This is an optimization exercise on Yosys and OpenROAD, whose aim is small area, not a production implementation. In this exercise RTL edits were held to simulation tests only and were not proved equivalent to the original. The flow treats the clock pin as an ideal source, which a real chip does not have.

==> inputs of build 29 <==
==> flow/design.v <==
package mac_pkg;
    localparam logic [47:0] local_mac     = 48'h02_00_00_00_00_01;
    localparam logic [7:0]  preamble_byte = 8'h55;
    localparam logic [7:0]  sfd_byte      = 8'hD5;
    localparam logic [31:0] crc_poly_refl = 32'hEDB8_8320;
    localparam logic [31:0] crc_residue   = 32'hDEBB_20E3;
    localparam logic [31:0] crc_after_hdr = 32'h2336_3C1D;
endpackage
import mac_pkg::*;
module crc32_engine
(
    input  logic [31:0] crc,
    input  logic [7:0]  x,
    output logic [31:0] crc_next
);
    function automatic logic [31:0] crc_table(input logic [7:0] x);
        logic [31:0] c;
        c = {24'h0, x};
        for (int i = 0; i < 8; i++) begin
            c = c[0] ? ((c >> 1) ^ crc_poly_refl) : (c >> 1);
        end
        crc_table = c;
    endfunction
    assign crc_next = {8'h00, crc[31:8]} ^ crc_table(x);
endmodule
import mac_pkg::*;
module tx_framer
(
    input  logic         clk,
    input  logic         rst_n,
    input  logic [31:0]  tx_data,
    input  logic [6:0]   tx_len,
    input  logic         tx_req,
    output logic         tx_ack,
    output logic [7:0]   gmii_tx_d,
    output logic         gmii_tx_en,
    output logic [31:0]  tx_frame_count
);
    localparam logic [1:0] st_collect = 2'd0;
    localparam logic [1:0] st_pre     = 2'd1;    
    localparam logic [1:0] st_payload = 2'd2;
    localparam logic [1:0] st_tail    = 2'd3;    
    logic [1:0]  state;
    logic [5:0]  cnt;
    logic [3:0]  wcnt;           
    logic [5:0]  lenm1;
    logic [31:0] words [16];
    logic        shift;
    logic        take;
    logic [7:0]  pre_byte;
    logic [7:0]  pay_byte;
    logic [31:0] crc;
    logic [31:0] crc_next;
    logic [7:0]  crc_x;
    assign take  = state == st_collect && tx_req && !tx_ack;
    assign shift = take || (state == st_pre && wcnt != 4'd0) ||
                   (state == st_payload && cnt[1:0] == 2'd3);
    always_ff @(posedge clk) begin
        if (shift) begin
            for (int k = 0; k < 15; k++) words[k] <= words[k + 1];
            words[15] <= tx_data;
        end
    end
    always_comb begin
        case (cnt[4:0])
            5'd8:                     pre_byte = sfd_byte;
            5'd9,  5'd10, 5'd11,
            5'd12, 5'd13, 5'd14:      pre_byte = 8'hFF;
            5'd15:                    pre_byte = 8'h02;
            5'd16, 5'd17, 5'd18,
            5'd19, 5'd22:             pre_byte = 8'h00;
            5'd20:                    pre_byte = 8'h01;
            5'd21:                    pre_byte = 8'h08;
            default:                  pre_byte = preamble_byte;
        endcase
    end
    assign pay_byte = words[0][8 * cnt[1:0] +: 8];
    always_comb begin
        case (state)
            st_pre:     gmii_tx_d = pre_byte;
            st_payload: gmii_tx_d = pay_byte;
            default:    gmii_tx_d = ~crc[7:0];
        endcase
    end
    assign crc_x = (state == st_payload) ? (crc[7:0] ^ pay_byte) : 8'h00;
    crc32_engine u_crc (
        .crc      (crc),
        .x        (crc_x),
        .crc_next (crc_next)
    );
    always_ff @(posedge clk) begin
        crc <= state[1] ? crc_next : crc_after_hdr;
    end
    assign gmii_tx_en = (state == st_pre && cnt != 6'd0) || state == st_payload ||
                        (state == st_tail && cnt[5:2] == 4'd0);
    always_ff @(posedge clk) begin
        if (state == st_collect && !tx_req && tx_ack) begin
            lenm1 <= 6'(tx_len - 7'd1);
        end
    end
    always_ff @(posedge clk) begin
        if (state == st_collect || (state == st_pre && cnt == 6'd22) ||
            (state == st_payload && cnt == lenm1)) begin
            cnt <= '0;
        end else begin
            cnt <= cnt + 6'd1;
        end
    end
    always_ff @(posedge clk or negedge rst_n) begin
        if (!rst_n) begin
            state          <= st_collect;
            wcnt           <= '0;
            tx_ack         <= 1'b0;
            tx_frame_count <= '0;
        end else begin
            case (state)
                st_collect: begin
                    if (take) begin
                        tx_ack <= 1'b1;
                        wcnt   <= wcnt + 4'd1;
                    end else if (!tx_req && tx_ack) begin
                        tx_ack <= 1'b0;
                        if (wcnt == 4'((tx_len + 7'd3) >> 2)) begin    
                            state <= st_pre;
                        end
                    end
                end
                st_pre: begin
                    if (wcnt != 4'd0) begin
                        wcnt <= wcnt + 4'd1;
                    end
                    if (cnt == 6'd22) begin
                        state <= st_payload;
                    end
                end
                st_payload: begin
                    if (cnt == lenm1) begin
                        state <= st_tail;
                    end
                end
                default: begin
                    if (cnt == 6'd3) begin
                        tx_frame_count <= tx_frame_count + 32'd1;
                    end
                    if (cnt == 6'd14) begin
                        state <= st_collect;
                    end
                end
            endcase
        end
    end
endmodule
import mac_pkg::*;
module rx_parser
(
    input  logic        clk,
    input  logic        rst_n,
    input  logic [7:0]  gmii_rx_d,
    input  logic        gmii_rx_dv,
    input  logic        gmii_rx_er,
    output logic        store_wr_en,      
    output logic        store_start,      
    output logic [1:0]  store_lane,
    output logic        store_commit,
    output logic [6:0]  store_commit_len,
    input  logic        store_busy,
    output logic [31:0] rx_drop_count
);
    localparam logic [1:0] st_idle     = 2'd0;
    localparam logic [1:0] st_preamble = 2'd1;
    localparam logic [1:0] st_frame    = 2'd2;    
    localparam logic [1:0] st_skip     = 2'd3;    
    logic [1:0]  state;
    logic [6:0]  cnt;           
    logic        accept;        
    logic        err_seen;
    logic        is_local;      
    logic        is_bcast;      
    logic        store_abort;
    logic        in_body;
    logic [31:0] crc;
    logic [31:0] crc_next;
    logic        len_ok;
    logic        frame_good;
    logic [7:0]  local_byte;
    assign in_body    = cnt >= 7'd14;
    assign len_ok     = cnt >= 7'd19 && cnt <= 7'd82;
    assign frame_good = accept && !err_seen && (is_local || is_bcast) && len_ok &&
                        crc == crc_residue;
    assign store_wr_en      = state == st_frame && in_body && accept && gmii_rx_dv;
    assign store_start      = store_wr_en && cnt == 7'd14;
    assign store_lane       = 2'(cnt + 7'd2);
    assign store_commit_len = cnt - 7'd18;
    crc32_engine u_crc (
        .crc      (crc),
        .x        (crc[7:0] ^ gmii_rx_d),
        .crc_next (crc_next)
    );
    always_ff @(posedge clk) begin
        crc <= (state == st_frame) ? crc_next : '1;
    end
    always_comb begin
        case (cnt[2:0])
            3'd0:    local_byte = 8'h02;
            3'd5:    local_byte = 8'h01;
            default: local_byte = 8'h00;
        endcase
    end
    always_ff @(posedge clk) begin
        if (state == st_preamble) begin
            cnt      <= '0;
            accept   <= !store_busy;
            err_seen <= gmii_rx_er;
            is_local <= 1'b1;
            is_bcast <= 1'b1;
        end else if (state == st_frame && gmii_rx_dv) begin
            if (cnt != 7'h7F) begin
                cnt <= cnt + 7'd1;
            end
            err_seen <= err_seen | gmii_rx_er;
            if (cnt < 7'd6) begin
                is_local <= is_local && gmii_rx_d == local_byte;
                is_bcast <= is_bcast && gmii_rx_d == 8'hFF;
            end
        end
    end
    always_ff @(posedge clk or negedge rst_n) begin
        if (!rst_n) begin
            state         <= st_idle;
            store_commit  <= 1'b0;
            store_abort   <= 1'b0;
            rx_drop_count <= '0;
        end else begin
            store_commit <= 1'b0;
            store_abort  <= 1'b0;
            if (store_abort) begin
                rx_drop_count <= rx_drop_count + 32'd1;
            end
            case (state)
                st_idle: begin
                    if (gmii_rx_dv) begin
                        state <= (gmii_rx_d == preamble_byte) ? st_preamble : st_skip;
                    end
                end
                st_preamble: begin
                    if (!gmii_rx_dv) begin
                        state <= st_idle;
                    end else if (gmii_rx_d == sfd_byte) begin
                        state <= st_frame;
                    end else if (gmii_rx_d != preamble_byte) begin
                        state <= st_skip;
                    end
                end
                st_frame: begin
                    if (!gmii_rx_dv) begin
                        store_commit <= in_body && frame_good;
                        store_abort  <= !(in_body && frame_good);
                        state        <= st_idle;
                    end
                end
                default: begin
                    if (!gmii_rx_dv) begin
                        state <= st_idle;
                    end
                end
            endcase
        end
    end
endmodule
import mac_pkg::*;
module rx_frame_buffer
(
    input  logic         clk,
    input  logic         rst_n,
    input  logic         store_wr_en,
    input  logic         store_start,
    input  logic [1:0]   store_lane,
    input  logic [7:0]   store_wr_byte,
    input  logic         store_commit,
    input  logic [6:0]   store_commit_len,
    output logic         store_busy,
    output logic [31:0]  rx_data,
    output logic [6:0]   rx_len,
    output logic         rx_last,
    output logic         rx_req,
    input  logic         rx_ack
);
    localparam int ring_len = 17;
    logic [3:0][7:0] ring [ring_len];
    logic [4:0]      rd_pos;         
    logic [4:0]      pos_inc;
    logic [3:0]      words_left;     
    logic            busy;
    logic            advance;
    logic [1:0]      last_lane;
    logic [3:0][7:0] word;
    assign store_busy = busy;
    assign last_lane  = rx_len[1:0] - 2'd1;
    assign rx_last    = words_left == 4'd0;
    assign advance    = busy && !store_commit && !rx_req && !rx_ack && !rx_last;
    always_ff @(posedge clk) begin
        for (int p = 0; p < ring_len; p++) begin
            for (int j = 0; j < 4; j++) begin
                if (p == j && store_wr_en && store_lane == 2'(j)) begin
                    ring[p][j] <= store_wr_byte;
                end else begin
                    ring[p][j] <= ring[(p + ring_len - 1) % ring_len][j];
                end
            end
        end
    end
    assign pos_inc = (rd_pos == 5'd16) ? 5'd0 : rd_pos + 5'd1;
    always_ff @(posedge clk) begin
        if (store_start) begin
            rd_pos <= 5'd0;
        end else if (advance) begin
            rd_pos <= (rd_pos >= 5'd3) ? rd_pos - 5'd3 : rd_pos + 5'd14;
        end else begin
            rd_pos <= pos_inc;
        end
    end
    always_comb begin
        word = ring[rd_pos];
        for (int b = 0; b < 4; b++) begin
            if (rx_last && 2'(b) > last_lane) begin
                word[b] = 8'h00;
            end
        end
    end
    assign rx_data = word;
    always_ff @(posedge clk) begin
        if (store_commit) begin
            words_left <= 4'((store_commit_len - 7'd1) >> 2);
            rx_len     <= store_commit_len;
        end else if (advance) begin
            words_left <= words_left - 4'd1;
        end
    end
    always_ff @(posedge clk or negedge rst_n) begin
        if (!rst_n) begin
            busy   <= 1'b0;
            rx_req <= 1'b0;
        end else if (store_commit) begin
            busy   <= 1'b1;
            rx_req <= 1'b1;
        end else if (rx_req && rx_ack) begin
            rx_req <= 1'b0;
        end else if (busy && !rx_req && !rx_ack) begin
            if (rx_last) begin
                busy <= 1'b0;
            end else begin
                rx_req <= 1'b1;
            end
        end
    end
endmodule
import mac_pkg::*;
module ethernet_mac
(
    input  logic         clk,
    input  logic         rst_n,
    input  logic [31:0]  tx_data,
    input  logic [6:0]   tx_len,
    input  logic         tx_req,
    output logic         tx_ack,
    output logic [31:0]  rx_data,
    output logic [6:0]   rx_len,
    output logic         rx_last,
    output logic         rx_req,
    input  logic         rx_ack,
    output logic [7:0]   gmii_tx_d,
    output logic         gmii_tx_en,
    input  logic [7:0]   gmii_rx_d,
    input  logic         gmii_rx_dv,
    input  logic         gmii_rx_er,
    output logic [31:0]  tx_frame_count,
    output logic [31:0]  rx_drop_count
);
    logic         store_wr_en;
    logic         store_start;
    logic [1:0]   store_lane;
    logic         store_commit;
    logic [6:0]   store_commit_len;
    logic         store_busy;
    tx_framer u_tx_framer (
        .clk            (clk),
        .rst_n          (rst_n),
        .tx_data        (tx_data),
        .tx_len         (tx_len),
        .tx_req         (tx_req),
        .tx_ack         (tx_ack),
        .gmii_tx_d      (gmii_tx_d),
        .gmii_tx_en     (gmii_tx_en),
        .tx_frame_count (tx_frame_count)
    );
    rx_parser u_rx_parser (
        .clk              (clk),
        .rst_n            (rst_n),
        .gmii_rx_d        (gmii_rx_d),
        .gmii_rx_dv       (gmii_rx_dv),
        .gmii_rx_er       (gmii_rx_er),
        .store_wr_en      (store_wr_en),
        .store_start      (store_start),
        .store_lane       (store_lane),
        .store_commit     (store_commit),
        .store_commit_len (store_commit_len),
        .store_busy       (store_busy),
        .rx_drop_count    (rx_drop_count)
    );
    rx_frame_buffer u_rx_buffer (
        .clk              (clk),
        .rst_n            (rst_n),
        .store_wr_en      (store_wr_en),
        .store_start      (store_start),
        .store_lane       (store_lane),
        .store_wr_byte    (gmii_rx_d),
        .store_commit     (store_commit),
        .store_commit_len (store_commit_len),
        .store_busy       (store_busy),
        .rx_data          (rx_data),
        .rx_len           (rx_len),
        .rx_last          (rx_last),
        .rx_req           (rx_req),
        .rx_ack           (rx_ack)
    );
endmodule
==> flow/flow/run.sh <==
#!/bin/bash
# Standard layout with two changes: ports buffered with the smallest buffer,
# and clock tree synthesis without dummy loads.
set -euo pipefail
bash standard.sh \
  "BUFFER_PORTS_ARGS=-buffer_cell sky130_fd_sc_hd__buf_1" \
  "CTS_ARGS=-sink_clustering_enable -repair_clock_nets -dont_use_dummy_load -buf_list sky130_fd_sc_hd__clkbuf_16 -sink_clustering_size 40 -sink_clustering_max_diameter 45" \
  finish > flow.log 2>&1
==> flow/standard.sh <==
#!/bin/bash
# synth_recipe.tcl (not shown) runs the flow's synth.tcl, then flattens the netlist and writes it again
# the make line also repeats each setting of config.mk as NAME=value (left out here)
make -C /OpenROAD-flow-scripts/flow DESIGN_CONFIG=/design/flow/config.mk WORK_HOME=/design/flow/orfs CLKGATE_MAP_FILE= SYNTH_SCRIPT=/design/flow/synth_recipe.tcl "${@:-finish}"
==> flow/config.mk <==
export PLATFORM = sky130hd
export DESIGN_NAME = ethernet_mac
export DESIGN_NICKNAME = ethernet_mac
export VERILOG_FILES = /design/flow/design.v
export SDC_FILE = /design/flow/constraint.sdc
export NUM_CORES = 4
export LEC_CHECK = 0
export CAP_MARGIN = 20
export CORE_MARGIN = 2
export CORE_UTILIZATION = 40
export CTS_BUF_LIST = sky130_fd_sc_hd__clkbuf_16
export CTS_CLUSTER_DIAMETER = 60
export CTS_CLUSTER_SIZE = 30
export SLEW_MARGIN = 20
==> flow/constraint.sdc <==
create_clock -name core_clock -period 8.0 [get_ports {clk}]
set_input_delay 1.6000 -clock core_clock [delete_from_list [all_inputs] [get_ports {clk}]]
set_output_delay 1.6000 -clock core_clock [all_outputs]
set_load 0.01 [all_outputs]
==> trial 17: changes against build 29 <==
--- a/flow/design.v
+++ b/flow/design.v
@@ -210,3 +210,5 @@
         if (state == st_preamble) begin
-            cnt      <= '0;
+            if (!store_busy) begin
+                cnt <= '0;
+            end
             accept   <= !store_busy;
@@ -216,3 +218,3 @@
         end else if (state == st_frame && gmii_rx_dv) begin
-            if (cnt != 7'h7F) begin
+            if (accept && cnt != 7'h7F) begin
                 cnt <= cnt + 7'd1;
@@ -289,4 +291,5 @@
     logic [3:0][7:0] ring [ring_len];
-    logic [4:0]      rd_pos;         
-    logic [4:0]      pos_inc;
+    logic [3:0][7:0] tap [9];        
+    logic [3:0][7:0] word;           
+    logic [4:0]      next_pos;       
     logic [3:0]      words_left;     
@@ -294,4 +297,4 @@
     logic            advance;
+    logic            load;
     logic [1:0]      last_lane;
-    logic [3:0][7:0] word;
     assign store_busy = busy;
@@ -299,3 +302,3 @@
     assign rx_last    = words_left == 4'd0;
-    assign advance    = busy && !store_commit && !rx_req && !rx_ack && !rx_last;
+    assign advance    = busy && !rx_req && !rx_ack && !rx_last;
     always_ff @(posedge clk) begin
@@ -311,10 +314,18 @@
     end
-    assign pos_inc = (rd_pos == 5'd16) ? 5'd0 : rd_pos + 5'd1;
     always_ff @(posedge clk) begin
         if (store_start) begin
-            rd_pos <= 5'd0;
-        end else if (advance) begin
-            rd_pos <= (rd_pos >= 5'd3) ? rd_pos - 5'd3 : rd_pos + 5'd14;
+            next_pos <= 5'd0;
+        end else if (store_commit || advance) begin
+            next_pos <= (next_pos >= 5'd3) ? next_pos - 5'd3 : next_pos + 5'd14;
         end else begin
-            rd_pos <= pos_inc;
+            next_pos <= (next_pos == 5'd16) ? 5'd0 : next_pos + 5'd1;
+        end
+    end
+    for (genvar t = 0; t < 9; t++) begin : g_tap
+        assign tap[t] = ring[2 * t];
+    end
+    assign load = !next_pos[0] && (!busy || !rx_req || rx_ack);
+    always_ff @(posedge clk) begin
+        if (load) begin
+            word <= tap[next_pos[4:1]];
         end
@@ -322,6 +333,6 @@
     always_comb begin
-        word = ring[rd_pos];
+        rx_data = word;
         for (int b = 0; b < 4; b++) begin
             if (rx_last && 2'(b) > last_lane) begin
-                word[b] = 8'h00;
+                rx_data[8 * b +: 8] = 8'h00;
             end
@@ -329,3 +340,3 @@
     end
-    assign rx_data = word;
+    assign rx_len = store_commit_len;
     always_ff @(posedge clk) begin
@@ -333,3 +344,2 @@
             words_left <= 4'((store_commit_len - 7'd1) >> 2);
-            rx_len     <= store_commit_len;
         end else if (advance) begin
==> flow/flow/run.sh (replaced) <==
#!/bin/bash
# Standard layout with three changes:
#  - technology mapping with an area-oriented abc script (flow/abc_map.script)
#    in place of ORFS's abc_speed.script; the rest of the synthesis is unchanged
#  - ports buffered with the smallest buffer
#  - clock tree synthesis without dummy loads, with larger sink clusters
set -euo pipefail
rm -rf scripts
cp -r "$FLOW_HOME/scripts" scripts
cp flow/abc_map.script scripts/abc_speed.script
bash standard.sh \
  "SCRIPTS_DIR=$PWD/scripts" \
  "BUFFER_PORTS_ARGS=-buffer_cell sky130_fd_sc_hd__buf_1" \
  "CTS_ARGS=-sink_clustering_enable -repair_clock_nets -dont_use_dummy_load -buf_list sky130_fd_sc_hd__clkbuf_8 -sink_clustering_buffer sky130_fd_sc_hd__clkbuf_16 -sink_clustering_size 36 -sink_clustering_max_diameter 65" \
  finish > flow.log 2>&1
==> flow/flow/abc_map.script (new file) <==
&get -n
&st
&dc2
&dch
&nf -a -R 1000
&st
&dc2
&dch
&nf -a -R 1000
&put
topo
Settings changed: CORE_UTILIZATION 40 to 70, CTS_BUF_LIST sky130_fd_sc_hd__clkbuf_16 to unset, CTS_CLUSTER_DIAMETER 60 to unset, CTS_CLUSTER_SIZE 30 to unset, PLACE_DENSITY set to 0.8.
==> build 59: changes against build 29 <==
==> flow/design.v, changed modules only <==
module rx_frame_buffer
(
    input  logic         clk,
    input  logic         rst_n,
    input  logic         store_wr_en,
    input  logic         store_start,
    input  logic [1:0]   store_lane,
    input  logic [7:0]   store_wr_byte,
    input  logic         store_commit,
    input  logic [6:0]   store_commit_len,
    output logic         store_busy,
    output logic [31:0]  rx_data,
    output logic [6:0]   rx_len,
    output logic         rx_last,
    output logic         rx_req,
    input  logic         rx_ack
);
    localparam int ring_len = 17;
    logic [3:0][7:0] ring [ring_len];
    logic [3:0][7:0] tap [9];        
    logic [3:0][7:0] word;           
    logic [4:0]      next_pos;       
    logic [3:0]      words_left;     
    logic            busy;
    logic            advance;
    logic            load;
    logic [1:0]      last_lane;
    assign store_busy = busy;
    assign last_lane  = rx_len[1:0] - 2'd1;
    assign rx_last    = words_left == 4'd0;
    assign advance    = busy && !rx_req && !rx_ack && !rx_last;
    always_ff @(posedge clk) begin
        for (int p = 0; p < ring_len; p++) begin
            for (int j = 0; j < 4; j++) begin
                if (p == j && store_wr_en && store_lane == 2'(j)) begin
                    ring[p][j] <= store_wr_byte;
                end else begin
                    ring[p][j] <= ring[(p + ring_len - 1) % ring_len][j];
                end
            end
        end
    end
    always_ff @(posedge clk) begin
        if (store_start) begin
            next_pos <= 5'd0;
        end else if (store_commit || advance) begin
            next_pos <= (next_pos >= 5'd3) ? next_pos - 5'd3 : next_pos + 5'd14;
        end else begin
            next_pos <= (next_pos == 5'd16) ? 5'd0 : next_pos + 5'd1;
        end
    end
    for (genvar t = 0; t < 9; t++) begin : g_tap
        assign tap[t] = ring[2 * t];
    end
    assign load = !next_pos[0] && (!busy || !rx_req || rx_ack);
    always_ff @(posedge clk) begin
        if (load) begin
            word <= tap[next_pos[4:1]];
        end
    end
    always_comb begin
        rx_data = word;
        for (int b = 0; b < 4; b++) begin
            if (rx_last && 2'(b) > last_lane) begin
                rx_data[8 * b +: 8] = 8'h00;
            end
        end
    end
    always_ff @(posedge clk) begin
        if (store_commit) begin
            words_left <= 4'((store_commit_len - 7'd1) >> 2);
            rx_len     <= store_commit_len;
        end else if (advance) begin
            words_left <= words_left - 4'd1;
        end
    end
    always_ff @(posedge clk or negedge rst_n) begin
        if (!rst_n) begin
            busy   <= 1'b0;
            rx_req <= 1'b0;
        end else if (store_commit) begin
            busy   <= 1'b1;
            rx_req <= 1'b1;
        end else if (rx_req && rx_ack) begin
            rx_req <= 1'b0;
        end else if (busy && !rx_req && !rx_ack) begin
            if (rx_last) begin
                busy <= 1'b0;
            end else begin
                rx_req <= 1'b1;
            end
        end
    end
endmodule
==> flow/flow/run.sh (replaced) <==
#!/bin/bash
# Standard layout with three changes:
#  - technology mapping with an area-oriented abc script (flow/abc_map.script)
#    in place of ORFS's abc_speed.script; the rest of the synthesis is unchanged
#  - ports buffered with the smallest buffer
#  - clock tree synthesis without dummy loads, with larger sink clusters
set -euo pipefail
rm -rf scripts
cp -r "$FLOW_HOME/scripts" scripts
cp flow/abc_map.script scripts/abc_speed.script
bash standard.sh \
  "SCRIPTS_DIR=$PWD/scripts" \
  "BUFFER_PORTS_ARGS=-buffer_cell sky130_fd_sc_hd__buf_1" \
  "CTS_ARGS=-sink_clustering_enable -repair_clock_nets -dont_use_dummy_load -buf_list sky130_fd_sc_hd__clkbuf_16 -sink_clustering_size 30 -sink_clustering_max_diameter 75" \
  finish > flow.log 2>&1
==> flow/flow/abc_map.script (new file) <==
&get -n
&st
&dch
&nf -a
&st
&dch
&nf -a
&put
topo
Settings changed: CORE_UTILIZATION 40 to 60, CTS_BUF_LIST sky130_fd_sc_hd__clkbuf_16 to unset, CTS_CLUSTER_DIAMETER 60 to unset, CTS_CLUSTER_SIZE 30 to unset, PLACE_DENSITY set to 0.7.
==> build 77: changes against build 29 <==
==> flow/design.v, changed modules only <==
module rx_frame_buffer
(
    input  logic         clk,
    input  logic         rst_n,
    input  logic         store_wr_en,
    input  logic         store_start,
    input  logic [1:0]   store_lane,
    input  logic [7:0]   store_wr_byte,
    input  logic         store_commit,
    input  logic [6:0]   store_commit_len,
    output logic         store_busy,
    output logic [31:0]  rx_data,
    output logic [6:0]   rx_len,
    output logic         rx_last,
    output logic         rx_req,
    input  logic         rx_ack
);
    localparam int ring_len = 17;
    logic [3:0][7:0] ring [ring_len];
    logic [3:0][7:0] tap [9];        
    logic [3:0][7:0] word;           
    logic [4:0]      next_pos;       
    logic [3:0]      words_left;     
    logic            busy;
    logic            advance;
    logic            load;
    logic [1:0]      last_lane;
    assign store_busy = busy;
    assign last_lane  = rx_len[1:0] - 2'd1;
    assign rx_last    = words_left == 4'd0;
    assign advance    = busy && !rx_req && !rx_ack && !rx_last;
    always_ff @(posedge clk) begin
        for (int p = 0; p < ring_len; p++) begin
            for (int j = 0; j < 4; j++) begin
                if (p == j && store_wr_en && store_lane == 2'(j)) begin
                    ring[p][j] <= store_wr_byte;
                end else begin
                    ring[p][j] <= ring[(p + ring_len - 1) % ring_len][j];
                end
            end
        end
    end
    always_ff @(posedge clk) begin
        if (store_start) begin
            next_pos <= 5'd0;
        end else if (store_commit || advance) begin
            next_pos <= (next_pos >= 5'd3) ? next_pos - 5'd3 : next_pos + 5'd14;
        end else begin
            next_pos <= (next_pos == 5'd16) ? 5'd0 : next_pos + 5'd1;
        end
    end
    for (genvar t = 0; t < 9; t++) begin : g_tap
        assign tap[t] = ring[2 * t];
    end
    assign load = !next_pos[0] && (!busy || !rx_req || rx_ack);
    always_ff @(posedge clk) begin
        if (load) begin
            word <= tap[next_pos[4:1]];
        end
    end
    always_comb begin
        rx_data = word;
        for (int b = 0; b < 4; b++) begin
            if (rx_last && 2'(b) > last_lane) begin
                rx_data[8 * b +: 8] = 8'h00;
            end
        end
    end
    always_ff @(posedge clk) begin
        if (store_commit) begin
            words_left <= 4'((store_commit_len - 7'd1) >> 2);
            rx_len     <= store_commit_len;
        end else if (advance) begin
            words_left <= words_left - 4'd1;
        end
    end
    always_ff @(posedge clk or negedge rst_n) begin
        if (!rst_n) begin
            busy   <= 1'b0;
            rx_req <= 1'b0;
        end else if (store_commit) begin
            busy   <= 1'b1;
            rx_req <= 1'b1;
        end else if (rx_req && rx_ack) begin
            rx_req <= 1'b0;
        end else if (busy && !rx_req && !rx_ack) begin
            if (rx_last) begin
                busy <= 1'b0;
            end else begin
                rx_req <= 1'b1;
            end
        end
    end
endmodule
==> flow/flow/run.sh (replaced) <==
#!/bin/bash
# Standard layout with two changes: ports buffered with the smallest buffer,
# and clock tree synthesis without dummy loads.
set -euo pipefail
bash standard.sh \
  "BUFFER_PORTS_ARGS=-buffer_cell sky130_fd_sc_hd__buf_1" \
  "CTS_ARGS=-sink_clustering_enable -repair_clock_nets -dont_use_dummy_load -buf_list sky130_fd_sc_hd__clkbuf_16 -sink_clustering_size 30 -sink_clustering_max_diameter 60" \
  finish > flow.log 2>&1
==> flow_metrics.env <==
export IMPL_synthTopCellsByArea="edfxtp_1 (44%), dfxtp_1 (33%), dfrtp_1 (5.0%)"
export IMPL_clkSinkCount=1274
export IMPL_status="finished clean"
export IMPL_drt_met1_wl_um=28000
export IMPL_nets=2605
export IMPL_p_clk_share_pct=17.9
export IMPL_pre_cts_ws_ps=3580
export IMPL_wl_met3_um=2750
export IMPL_dp_cells=3308
export IMPL_dpl_hpwl_um=35900
export IMPL_design_seq_count=1274
That was build 59.
==> flow_metrics.env <==
export IMPL_syn_num_nets=2453
export IMPL_cpLargestDelayFamily="buffers and inverters"
export IMPL_wl_met3_um=3680
export IMPL_status="finished clean"
export IMPL_nets=2652
export IMPL_synthTopCellsByArea="edfxtp_1 (43%), dfxtp_1 (32%), dfrtp_1 (4.9%)"
export IMPL_dpl_hpwl_um=39400
export IMPL_dp_cells=3752
export IMPL_drt_met1_wl_um=30900
export IMPL_design_seq_count=1274
export IMPL_firstDrtPassIters=5
export IMPL_clkSinkCount=1274
export IMPL_critPathArrivalTime_ps=3260
export IMPL_pre_cts_ws_ps=3750
That was build 77.
==> flow_metrics.env <==
export IMPL_drt_met1_wl_um=27000
export IMPL_pre_cts_ws_ps=3500
export IMPL_status="finished clean"
export IMPL_dpl_hpwl_um=36700
export IMPL_design_seq_count=1267
export IMPL_utilization_pct=76.0
export IMPL_placed_area_um2=39700
export IMPL_dp_cells=3125
export IMPL_antenna_found_initial=4
export IMPL_synthTopCellsByArea="edfxtp_1 (44%), dfxtp_1 (33%), dfrtp_1 (5.1%)"
export IMPL_p_clk_share_pct=16.8
export IMPL_fin_setup_tns_ps=0
export IMPL_cts_made_buffers=49
export IMPL_ys_seq_elements=1267
That was trial 17.
==> flow_metrics.env <==
export IMPL_nets=2887
export IMPL_dp_cells=3979
export IMPL_status="finished clean"
export IMPL_wl_met3_um=6120
export IMPL_drt_met1_wl_um=36000
export IMPL_synthTopCellsByArea="edfxtp_1 (40%), dfxtp_1 (32%), dfrtp_1 (4.8%)"
export IMPL_p_clk_share_pct=33.1
export IMPL_design_seq_count=1242
That was build 29.

==> separate check: timing with driven ports <==
Ports are ideal in the flow. The routed layouts listed here were re-timed in OpenROAD.
Step 1: set_driving_cell puts a clkbuf_16 on clk and a buf_2 on each other input, an assumption about the parent block.
Step 2 adds t to the input delays and takes it off the output delays; t is the mean of the earliest and latest rising clock arrival at the registers after step 1. Input paths then give back, and output paths get back, about the clock's delay inside the block.
Slacks: ideal / step 1 / step 2; pairs: ideal / step 1.
run | t (ns) | slack for setup (ns) | worst hold slack (ns)
build 29 | 0.725 | 1.872 / 1.811 / 2.536 | 0.317 / 0.317 / 0.317
trial 17 | 0.775 | 3.066 / 3.005 / 3.368 | 0.282 / 0.282 / 0.282
build 59 | 0.675 | 3.081 / 3.014 / 3.528 | 0.278 / 0.278 / 0.278
build 77 | 0.691 | 3.139 / 3.079 / 3.770 | 0.295 / 0.295 / 0.295
After both steps setup and hold are still met in every run listed.
